Source: an optimization exercise on an open RTL-to-GDS flow (aim: small area, a short achievable clock period and few clock cycles per item). Production flows keep margins and buffers that such runs may drop.
At most, simulation tests tie the RTL to the original design; equivalence was not proved.

## v6
Design sad_disparity_core, start of the top module:
module sad_disparity_core #(
    parameter int CAMERA_HSIZE   = 100,
    parameter int CAMERA_VSIZE   = 100,
    parameter int PIXEL_WIDTH    = 8,
    parameter int MAX_DISP       = 16,
    parameter int WIN_SIZE       = 5,
    parameter int BUF_ADDR_WIDTH = 32,
    parameter int DISP_WIDTH     = 4,
    localparam int COST_WIDTH    = PIXEL_WIDTH + $clog2(WIN_SIZE) + 1
) (
    input  logic                      clk,
    input  logic                      rst_n,
    input  logic                      frame_start,
    output logic [BUF_ADDR_WIDTH-1:0] buf_raddr,
    output logic                      buf_rready,
    input  logic                      buf_rvalid,
    input  logic [PIXEL_WIDTH-1:0]    buf_rdata_l,
    input  logic [PIXEL_WIDTH-1:0]    buf_rdata_r,
    output logic [DISP_WIDTH-1:0]     disp_out,
    output logic                      disp_valid,
    input  logic                      disp_ready,
    output logic                      sad_done
);
    localparam int PW      = PIXEL_WIDTH;
    localparam int NUM_PIX = CAMERA_HSIZE * CAMERA_VSIZE;
    localparam int AW      = $clog2(NUM_PIX);
    localparam int XW      = $clog2(CAMERA_HSIZE);
    localparam int SW      = $clog2(WIN_SIZE * ((1 << PW) - 1) + 1);   
    localparam int NRH     = MAX_DISP + WIN_SIZE;                       
    localparam int NLH     = WIN_SIZE + 1;                              
    localparam int CAP     = 6;                                         
    localparam int FD      = CAP - 1;                                   
  ...
For scale: ~3600 cells after synthesis.
==> flow/config.mk <==
export PLATFORM = sky130hd
export DESIGN_NAME = sad_disparity_core
export DESIGN_NICKNAME = sad_disparity_core
export VERILOG_FILES = /design/flow/design.v
export SDC_FILE = /design/flow/constraint.sdc
export NUM_CORES = 4
export LEC_CHECK = 0
export CAP_MARGIN = 20
export CORE_MARGIN = 2
export CORE_UTILIZATION = 60
export CTS_CLUSTER_DIAMETER = 70
export CTS_CLUSTER_SIZE = 24
export SLEW_MARGIN = 20
==> flow/constraint.sdc <==
create_clock -name core_clock -period 30.0 [get_ports {clk}]
set_input_delay 6.0000 -clock core_clock [delete_from_list [all_inputs] [get_ports {clk}]]
set_output_delay 6.0000 -clock core_clock [all_outputs]
set_load 0.01 [all_outputs]
standard.sh (not shown) runs the stock make flow with config.mk's settings and CLKGATE_MAP_FILE= SYNTH_SCRIPT=/design/flow/synth_recipe.tcl, a recipe that flattens the netlist after the stock synthesis.
==> flow/flow/run.sh <==
#!/bin/bash
# The standard layout (standard.sh, all ORFS steps unchanged) with two differences:
#  - the buffers that global placement puts on every input and output port are
#    sky130_fd_sc_hd__buf_2 instead of the delay cell buffer_ports picks by default;
#  - clock tree synthesis runs without dummy loads (same clustering as config.mk asks for).
# make's full output goes to standard.log; each ORFS step keeps its own log under orfs/logs.
set -euo pipefail
export BUFFER_PORTS_ARGS="-buffer_cell sky130_fd_sc_hd__buf_2"
export CTS_ARGS="-sink_clustering_enable -repair_clock_nets -sink_clustering_size 24 -sink_clustering_max_diameter 70 -dont_use_dummy_load"
bash standard.sh > standard.log 2>&1
For v7, these inputs were changed with respect to v6:
diff --git a/flow/design.v b/flow/design.v
--- a/flow/design.v
+++ b/flow/design.v
@@ -37,24 +37,25 @@
     localparam int FLW     = $clog2(FLN + 1);
     logic [FLW-1:0]   fl_cnt;
     logic             flush;
     logic             running;
     logic             reading;
     logic             rr;
     logic [AW-1:0]    addr;
     logic [AW-1:0]    addr_inc;
-    logic             addr_last;     
+    logic             addr_last;
     logic [2:0]       cnt;
     logic             iv;
     logic             dv;            
     logic             done_q;
     assign flush      = (fl_cnt != FLW'(FLN));
     assign buf_rready = rr;
     assign buf_raddr  = BUF_ADDR_WIDTH'(addr);
+    assign addr_last  = (addr == AW'(NUM_PIX - 1));
     assign addr_inc   = addr_last ? '0 : addr + 1'b1;
     assign sad_done   = done_q;
     logic [2:0] cnt_a, cnt_b;
     logic       cred_a, cred_b;      
     logic       rr_nb, rr_b;         
     logic       done_b;
     assign cnt_a  = cnt + iv;
     assign cnt_b  = cnt + iv - dv;
@@ -94,23 +95,18 @@
             end
             cnt     <= disp_ready ? cnt_b : cnt_a;
             done_q  <= disp_ready & done_b;
             if (done_q)                        running <= 1'b0;
             else if (~running & frame_start)   running <= 1'b1;
         end
     end
     always_ff @(posedge clk) begin
-        if (flush) begin
-            addr      <= '0;
-            addr_last <= 1'b0;
-        end else if (buf_rvalid & rr) begin
-            addr      <= addr_inc;
-            addr_last <= (addr_inc == AW'(NUM_PIX - 1));
-        end
+        if (flush)                addr <= '0;
+        else if (buf_rvalid & rr) addr <= addr_inc;
     end
     logic [PW-1:0] iln, ir;
     always_ff @(posedge clk) begin
         iln <= flush ? '1 : ~buf_rdata_l;
         ir  <= flush ? '0 : buf_rdata_r;
     end
     logic [PW-1:0] lhn [NLH];
     logic [PW-1:0] rh  [NRH];
==> notes.md <==
In summary, v7 completed successfully, with a layout that passed the timing, design-rule and antenna checks.
v7 vs v6, non-clock inverter total of the final layout went down by 0.55%.
Diff v6 -> v7: detailed-route vias per instance flat; die height now sits lower.
Higher sequential cell area share among v6 and v7: v7
Delta (v7 minus v6): clock skew went down; delay contributed by the slowest stage of the critical path moved up; area growth from synthesis to final layout did not really move; synthesized cell count fell 55; initial cell density of the core went up.
Headroom to the max-slew limit: v7 better than v6
v7 vs v6 — critical path depth dropped 8.
Testbench counts of v7, summed over its fixed seeds: cycles 120,164, pixels 120,000.
Function not checked in v6: the RTL went through the layout flow alone.

## static timing again, ports no longer ideal
The flow's constraints put no driver on any port. The routed layouts listed below were extracted and timed again, unchanged, in two steps. Step 1 sets driving cells, clkbuf_16 on the clock port and buf_2 on the other inputs (assumed; they add their load-dependent delay and slew). Step 2 times the ports against the registers' clock, not the clock port: input delays grow and output delays shrink by t, the midpoint of the rising clock arrivals with the driver on. Three values: ideal, step 1, step 2; two values: the first two.
| run | t, ns | setup slack, ns | hold WS [ns] | latest minus earliest clock arrival (ns) | slew at the worst register clock pin (ns) |
|---|---|---|---|---|---|
| v6 | 0.657 | 22.617 / 22.660 / 22.003 | 0.367 / 0.367 / 0.367 | 0.091 / 0.091 | 0.10 / 0.10 |
| v7 | 0.646 | 22.776 / 22.709 / 22.627 | 0.350 / 0.350 / 0.350 | 0.047 / 0.046 | 0.10 / 0.10 |
After both steps setup and hold are still met in every run listed. The setup slack of v6, which loses most, moves by +0.043 ns with the drivers and by -0.614 ns with both steps.
